Context: an optimization exercise on an open-source flow, tuned for small area, a short achievable clock period and few clock cycles per item. The choices shown serve that exercise and are no tape-out recipe.
No activity file was given, so power comes from the tool's default toggle rates.

the reference run:
==> flow/design.v <==
`timescale 1ns / 1ps
`default_nettype none
package bgpr_pkg;
  localparam int COLUMNS = 128;
  localparam int SMP_W   = 8;
  localparam int COL_W   = 7;
  localparam int ROW_W   = 2;
  localparam int CNT_W   = 8;
  localparam logic [1:0] OP_CLEAR = 2'd0;
  localparam logic [1:0] OP_LOAD  = 2'd1;
  localparam logic [1:0] OP_READ  = 2'd2;
  localparam logic [1:0] OP_NONE  = 2'd3;
  localparam logic [SMP_W-1:0] FULL_SCALE_RST = 8'd75;
  localparam int FIFO_D = 9;
  localparam int OUT_SLOTS = FIFO_D + 1;
endpackage
`default_nettype wire
`timescale 1ns / 1ps
`default_nettype none
module bgpr_front (
  input  wire logic        clk,
  input  wire logic        wr,        
  input  wire logic [7:0]  wdata,
  input  wire logic [7:0]  sel_hi,    
  input  wire logic [15:0] sel_lo,    
  output logic [7:0]       rdata
);
  logic [7:0] ring [128];
  always_ff @(posedge clk) begin
    ring[0] <= wr ? wdata : ring[127];
    for (int i = 1; i < 128; i++) ring[i] <= ring[i-1];
  end
  logic [7:0] grp [8];
  always_comb begin
    for (int g = 0; g < 8; g++) begin
      grp[g] = '0;
      for (int j = 0; j < 16; j++) grp[g] = grp[g] | (ring[16*g+j] & {8{sel_lo[j]}});
    end
    rdata = '0;
    for (int g = 0; g < 8; g++) rdata = rdata | (grp[g] & {8{sel_hi[g]}});
  end
endmodule
`default_nettype wire
`timescale 1ns / 1ps
`default_nettype none
module bgpr_queue (
  input  wire logic clk,
  input  wire logic rst,
  input  wire logic push,
  input  wire logic [3:0] push_code,
  input  wire logic pop,
  output logic [3:0] head,
  output logic      empty
);
  localparam int D = bgpr_pkg::FIFO_D;
  logic [3:0] entries [D];
  logic [D-1:0] fill;
  assign empty = !fill[0];
  always_comb begin
    head = '0;
    for (int i = 0; i < D; i++) begin
      if (fill[i] && (i == D - 1 || !fill[(i + 1) % D])) head = head | entries[i];
    end
  end
  always_ff @(posedge clk) begin
    if (rst) begin
      fill <= '0;
    end else if (push && !pop) begin
      fill <= {fill[D-2:0], 1'b1};
    end else if (pop && !push) begin
      fill <= {1'b0, fill[D-1:1]};
    end
  end
  always_ff @(posedge clk) begin
    if (push) begin
      entries[0] <= push_code;
      for (int i = 1; i < D; i++) entries[i] <= entries[i-1];
    end
  end
endmodule
`default_nettype wire
`timescale 1ns / 1ps
`default_nettype none
module bgpr_back (
  input  wire logic       clk,
  input  wire logic       rst,
  input  wire logic [7:0] floor_value,
  input  wire logic [7:0] s,            
  input  wire logic       in_valid,
  input  wire logic [7:0] in_x,         
  input  wire logic [1:0] in_row,
  output logic [5:0]      vv,           
  output logic            out_valid,
  output logic [3:0]      out_code,     
  output logic [7:0]      out_byte,     
  output logic            out_sv
);
  function automatic logic [8:0] nstep(input logic [8:0] p, input logic [7:0] sv);
    nstep = {p[7:0], ~p[8]} + ({1'b0, sv} ^ {9{~p[8]}});
  endfunction
  logic       v3;
  logic [7:0] x3;
  logic [1:0] row3;
  always_ff @(posedge clk) begin
    if (rst) v3 <= 1'b0;
    else     v3 <= in_valid;
    x3   <= in_x;
    row3 <= in_row;
  end
  logic [8:0] diff3;
  logic [7:0] d3;
  assign diff3 = {1'b0, x3} - {1'b0, floor_value};
  assign d3    = diff3[8] ? 8'd0 : diff3[7:0];
  logic       v4;
  logic [7:0] r4;
  logic [1:0] row4;
  always_ff @(posedge clk) begin
    if (rst) v4 <= 1'b0;
    else     v4 <= v3;
    r4   <= d3;
    row4 <= row3;
  end
  logic [8:0] st4;
  logic       q5_4;
  assign st4  = nstep({1'b0, r4}, s);
  assign q5_4 = r4 >= s;
  logic       v5;
  logic [1:0] q54_5;
  logic [8:0] r5;
  logic [1:0] row5;
  always_ff @(posedge clk) begin
    if (rst) v5 <= 1'b0;
    else     v5 <= v4;
    r5    <= st4;
    q54_5 <= {q5_4, ~st4[8]};
    row5  <= row4;
  end
  logic [8:0] st5;
  assign st5 = nstep(r5, s);
  logic       v6;
  logic [2:0] q53_6;
  logic [8:0] r6;
  logic [1:0] row6;
  always_ff @(posedge clk) begin
    if (rst) v6 <= 1'b0;
    else     v6 <= v5;
    r6    <= st5;
    q53_6 <= {q54_5, ~st5[8]};
    row6  <= row5;
  end
  logic [8:0] st6;
  logic       full6, zero6;
  assign st6   = nstep(r6, s);
  assign full6 = q53_6[2] || q53_6[1:0] > ~row6;
  assign zero6 = !q53_6[2] && q53_6[1:0] < ~row6;
  logic       v7, full7, zero7, q2_7;
  logic [8:0] r7;
  always_ff @(posedge clk) begin
    if (rst) v7 <= 1'b0;
    else     v7 <= v6;
    r7    <= st6;
    full7 <= full6;
    zero7 <= zero6;
    q2_7  <= ~st6[8];
  end
  logic [8:0] st7;
  assign st7 = nstep(r7, s);
  logic       v8, full8, zero8;
  logic [1:0] q21_8;
  logic [8:0] r8;
  always_ff @(posedge clk) begin
    if (rst) v8 <= 1'b0;
    else     v8 <= v7;
    r8    <= st7;
    full8 <= full7;
    zero8 <= zero7;
    q21_8 <= {q2_7, ~st7[8]};
  end
  logic [8:0] st8;
  assign st8 = nstep(r8, s);
  assign out_valid = v8;
  logic q0_8;
  assign q0_8      = ~st8[8];
  assign out_sv    = s != 8'd0;
  assign out_code  = !out_sv ? 4'd15 :
                     full8   ? 4'd8  :
                     zero8   ? 4'd0  : {1'b0, q21_8, q0_8};
  always_comb begin
    for (int i = 0; i < 8; i++) begin
      out_byte[7 - i] = out_sv && !zero8 &&
                        (full8 || 2 * int'(q21_8) > i || (2 * int'(q21_8) == i && q0_8));
    end
  end
  assign vv        = {v8, v7, v6, v5, v4, v3};
endmodule
`default_nettype wire
`timescale 1ns / 1ps
`default_nettype none
module bar_graph_page_renderer_unit (
  input  wire logic  clk,
  input  wire logic  rst,
  input  wire logic         items_valid,
  output logic              items_ready,
  input  wire logic [1:0]   items_operation,
  input  wire logic [7:0]   items_sample,
  input  wire logic [1:0]   items_row,
  input  wire logic [6:0]   items_column,
  input  wire logic         cfg_valid,
  output logic              cfg_ready,
  input  wire logic [1:0]   cfg_index,
  input  wire logic [7:0]   cfg_data,
  output logic              results_valid,
  input  wire logic         results_ready,
  output logic [7:0]        results_pixel_byte,
  output logic              results_scale_valid
);
  logic [7:0] floor_value;
  logic [7:0] full_scale;
  logic       w_valid;
  logic [1:0] w_op;
  logic [7:0] w_sample;
  logic [1:0] w_row;
  logic [6:0] w_col;
  logic [7:0] n;           
  logic [6:0] a1;          
  logic [6:0] gap;         
  logic [7:0] peak;
  logic       pk_v;
  logic       pk_clr;
  logic       pk_gt;
  logic [7:0] pk_span;
  logic [7:0] s_use;
  logic        v2;
  logic [7:0]  sel_hi;
  logic [15:0] sel_lo;
  logic [1:0]  row2;
  logic       ready_q;
  logic [3:0] outstanding;
  logic in_acc;
  assign in_acc      = items_valid && ready_q;
  assign items_ready = ready_q;
  assign cfg_ready   = 1'b1;
  logic ld, clr, rd, ld_do;
  assign ld    = w_valid && w_op == bgpr_pkg::OP_LOAD;
  assign clr   = w_valid && w_op == bgpr_pkg::OP_CLEAR;
  assign rd    = w_valid && w_op == bgpr_pkg::OP_READ;
  assign ld_do = ld && !n[7];
  logic [7:0] n_nxt;
  logic [6:0] gap_nxt;
  assign n_nxt   = clr ? 8'd0 : ld_do ? n + 8'd1 : n;
  assign gap_nxt = ld_do ? 7'd0 : gap - 7'd1;
  logic [5:0] vv;         
  logic       busy;       
  logic       pk_apply;
  assign busy     = v2 || (vv != '0);
  assign pk_apply = pk_v && !busy;
  always_ff @(posedge clk) begin
    if (rst) begin
      w_valid <= 1'b0;
    end else begin
      w_valid <= in_acc;
    end
    w_op     <= items_operation;
    w_sample <= items_sample;
    w_row    <= items_row;
    w_col    <= items_column;
  end
  always_ff @(posedge clk) begin
    if (rst) begin
      floor_value <= '0;
      full_scale  <= bgpr_pkg::FULL_SCALE_RST;
      n           <= '0;
      peak        <= '0;
      pk_v        <= 1'b0;
    end else begin
      if (cfg_valid) begin
        if (cfg_index == 2'd0) floor_value <= cfg_data;
        if (cfg_index == 2'd1) full_scale  <= cfg_data;
      end
      n <= n_nxt;
      if (pk_apply) begin
        if (pk_clr) begin
          peak <= '0;
        end else if (pk_gt && pk_span > peak) begin
          peak <= pk_span;
        end
      end
      if (clr || ld_do) begin
        pk_v <= 1'b1;
      end else if (pk_apply) begin
        pk_v <= 1'b0;
      end
    end
    if (clr || ld_do) begin
      pk_clr  <= clr;
      pk_gt   <= w_sample > floor_value;
      pk_span <= w_sample - floor_value;
    end
    gap    <= gap_nxt;
    a1     <= (ld_do && n == 8'd0) ? 7'd1 : a1 + 7'd1;
    s_use  <= (full_scale != '0) ? full_scale : peak;
  end
  logic [6:0] place;
  logic       draw;
  assign place = a1 - w_col;
  assign draw  = {1'b0, w_col} < n;
  always_ff @(posedge clk) begin
    if (rst) v2 <= 1'b0;
    else     v2 <= rd;
    for (int i = 0; i < 8; i++)  sel_hi[i] <= draw && place[6:4] == 3'(i);
    for (int i = 0; i < 16; i++) sel_lo[i] <= place[3:0] == 4'(i);
    row2 <= w_row;
  end
  logic [7:0] rdata;
  bgpr_front u_front (
    .clk    (clk),
    .wr     (ld_do),
    .wdata  (w_sample),
    .sel_hi (sel_hi),
    .sel_lo (sel_lo),
    .rdata  (rdata)
  );
  logic       v_res;
  logic [3:0] code_res;
  logic [7:0] byte_res;
  logic       sv_res;
  bgpr_back u_back (
    .clk         (clk),
    .rst         (rst),
    .floor_value (floor_value),
    .s           (s_use),
    .in_valid    (v2),
    .in_x        (rdata),
    .in_row      (row2),
    .vv          (vv),
    .out_valid   (v_res),
    .out_code    (code_res),
    .out_byte    (byte_res),
    .out_sv      (sv_res)
  );
  logic       out_valid;
  logic [7:0] out_byte;
  logic       out_sv;
  logic       out_free;
  logic       f_push, f_pop, f_empty;
  logic [3:0] f_head;
  assign out_free  = !out_valid || results_ready;
  assign f_pop     = out_free && !f_empty;
  assign f_push    = v_res && (!out_free || !f_empty);
  bgpr_queue u_queue (
    .clk       (clk),
    .rst       (rst),
    .push      (f_push),
    .push_code (code_res),
    .pop       (f_pop),
    .head      (f_head),
    .empty     (f_empty)
  );
  always_ff @(posedge clk) begin
    if (rst) begin
      out_valid <= 1'b0;
    end else if (out_free) begin
      out_valid <= !f_empty || v_res;
    end
    if (out_free) begin
      if (f_empty) begin
        out_sv   <= sv_res;
        out_byte <= byte_res;
      end else begin
        out_sv   <= f_head != 4'd15;
        out_byte <= (f_head == 4'd15) ? 8'd0 : ~(8'hFF >> f_head);
      end
    end
  end
  assign results_valid       = out_valid;
  assign results_pixel_byte  = out_byte;
  assign results_scale_valid = out_sv;
  logic [3:0] out_nxt;
  logic       rd_in, res_out, credit_nxt;
  logic       ldclr_nxt;
  logic       z_nxt;
  logic       pk_v_nxt;
  logic [6:0] v_nxt;      
  logic       hold_nxt;
  assign rd_in      = in_acc && items_operation == bgpr_pkg::OP_READ;
  assign res_out    = out_valid && results_ready;
  assign out_nxt    = outstanding + {3'd0, rd_in} - {3'd0, res_out};
  assign credit_nxt = (rd_in && !res_out) ? outstanding < 4'(bgpr_pkg::OUT_SLOTS - 1) :
                      (res_out && !rd_in) ? 1'b1 :
                                            outstanding < 4'(bgpr_pkg::OUT_SLOTS);
  assign ldclr_nxt = in_acc && (items_operation == bgpr_pkg::OP_LOAD ||
                                items_operation == bgpr_pkg::OP_CLEAR);
  assign z_nxt     = ldclr_nxt || n_nxt == 8'd0 || n_nxt[7] || gap_nxt == 7'd1;
  assign pk_v_nxt  = clr || ld_do || (pk_v && busy);
  assign v_nxt     = {vv[4:0], v2, rd};
  assign hold_nxt  = (ldclr_nxt && v_nxt[5:0] != '0) || (pk_v_nxt && v_nxt != '0);
  always_ff @(posedge clk) begin
    if (rst) begin
      outstanding <= '0;
      ready_q     <= 1'b1;
    end else begin
      outstanding <= out_nxt;
      ready_q     <= z_nxt && !hold_nxt && credit_nxt;
    end
  end
endmodule
`default_nettype wire
clock: 5.0 ns
lec_check: 0
cap_margin: 20
core_margin: 2
core_utilization: 40
cts_buf_list: sky130_fd_sc_hd__clkbuf_16
cts_cluster_diameter: 70
cts_cluster_size: 25
setup_slack_margin: 2.5
slew_margin: 20
run.sh (not shown) runs the stock make flow with config.mk's settings and CLKGATE_MAP_FILE= SYNTH_SCRIPT=/design/flow/synth_recipe.tcl, a recipe that flattens the netlist after the stock synthesis.
Input changes introduced in the trial run (baseline for comparison: the reference run):
--- a/flow/design.v
+++ b/flow/design.v
@@ -22,6 +22,7 @@
   input  wire logic        wr,        
   input  wire logic [7:0]  wdata,
-  input  wire logic [7:0]  sel_hi,    
-  input  wire logic [15:0] sel_lo,    
+  input  wire logic [3:0]  sel_hi,    
+  input  wire logic [15:0] sel_lo0,   
+  input  wire logic [15:0] sel_lo1,   
   output logic [7:0]       rdata
 );
@@ -35,8 +36,9 @@
     for (int g = 0; g < 8; g++) begin
       grp[g] = '0;
-      for (int j = 0; j < 16; j++) grp[g] = grp[g] | (ring[16*g+j] & {8{sel_lo[j]}});
+      for (int j = 0; j < 16; j++)
+        grp[g] = grp[g] | (ring[16*g+j] & {8{(g < 4) ? sel_lo0[j] : sel_lo1[j]}});
     end
     rdata = '0;
-    for (int g = 0; g < 8; g++) rdata = rdata | (grp[g] & {8{sel_hi[g]}});
+    for (int g = 0; g < 8; g++) rdata = rdata | (grp[g] & {8{sel_hi[g % 4]}});
   end
 endmodule
@@ -232,6 +234,7 @@
   logic [7:0] s_use;
   logic        v2;
-  logic [7:0]  sel_hi;
-  logic [15:0] sel_lo;
+  logic [3:0]  sel_hi;
+  logic [15:0] sel_lo0;
+  logic [15:0] sel_lo1;
   logic [1:0]  row2;
   logic       ready_q;
@@ -308,6 +311,7 @@
     if (rst) v2 <= 1'b0;
     else     v2 <= rd;
-    for (int i = 0; i < 8; i++)  sel_hi[i] <= draw && place[6:4] == 3'(i);
-    for (int i = 0; i < 16; i++) sel_lo[i] <= place[3:0] == 4'(i);
+    for (int i = 0; i < 4; i++)  sel_hi[i] <= place[5:4] == 2'(i);
+    for (int i = 0; i < 16; i++) sel_lo0[i] <= draw && !place[6] && place[3:0] == 4'(i);
+    for (int i = 0; i < 16; i++) sel_lo1[i] <= draw && place[6] && place[3:0] == 4'(i);
     row2 <= w_row;
   end
@@ -318,5 +322,6 @@
     .wdata  (w_sample),
     .sel_hi (sel_hi),
-    .sel_lo (sel_lo),
+    .sel_lo0 (sel_lo0),
+    .sel_lo1 (sel_lo1),
     .rdata  (rdata)
   );
Results
- The starting utilization of the core area was comparable across the reference run and the trial run.
- The share of the synthesized area in compound gates (AO/OA/AOI/OAI) of the trial run is lower than that of the reference run.
- Diff the reference run..the trial run | maximum number of buffers from clock root to sink | unchanged
- met1 routed wirelength after detailed routing went up by a little under 10% going from the reference run to the trial run.
- Diff the reference run -> the trial run | worst vdd rail ir drop | decrease of about 17%
- The trial run ends up with a share of power burned in combinational logic that is 3.9 points lower than in the reference run.
Function was not checked in any run of this note: the RTL went through the layout flow alone.

static timing again, ports no longer ideal:
The results above use ideal ports. As a check the final layouts listed here were re-extracted and re-timed, cells and wires unchanged. Step 1 (the two cells are an assumption about what drives the block):
set clk [get_ports {clk}]
set_driving_cell -lib_cell sky130_fd_sc_hd__clkbuf_16 $clk
set_driving_cell -lib_cell sky130_fd_sc_hd__buf_2 [delete_from_list [all_inputs] $clk]
Step 2 also shifts input and output timing later by t, the mid clock arrival at the registers, as if the neighbouring blocks saw the same clock. Three values: no drivers, after step 1, after step 2; two values: the first two.
| run | t (ns) | slack for setup (ns) | worst register clock-pin slew, ns |
|---|---|---|---|
| the reference run | 0.724 | 2.580 / 2.550 / 1.978 | 0.10 / 0.10 |
| the trial run | 0.738 | 2.545 / 2.545 / 1.953 | 0.10 / 0.10 |
After both steps every run listed still meets setup and hold. The setup slack of the reference run, which loses most, moves by -0.030 ns with the drivers and by -0.602 ns with both steps.
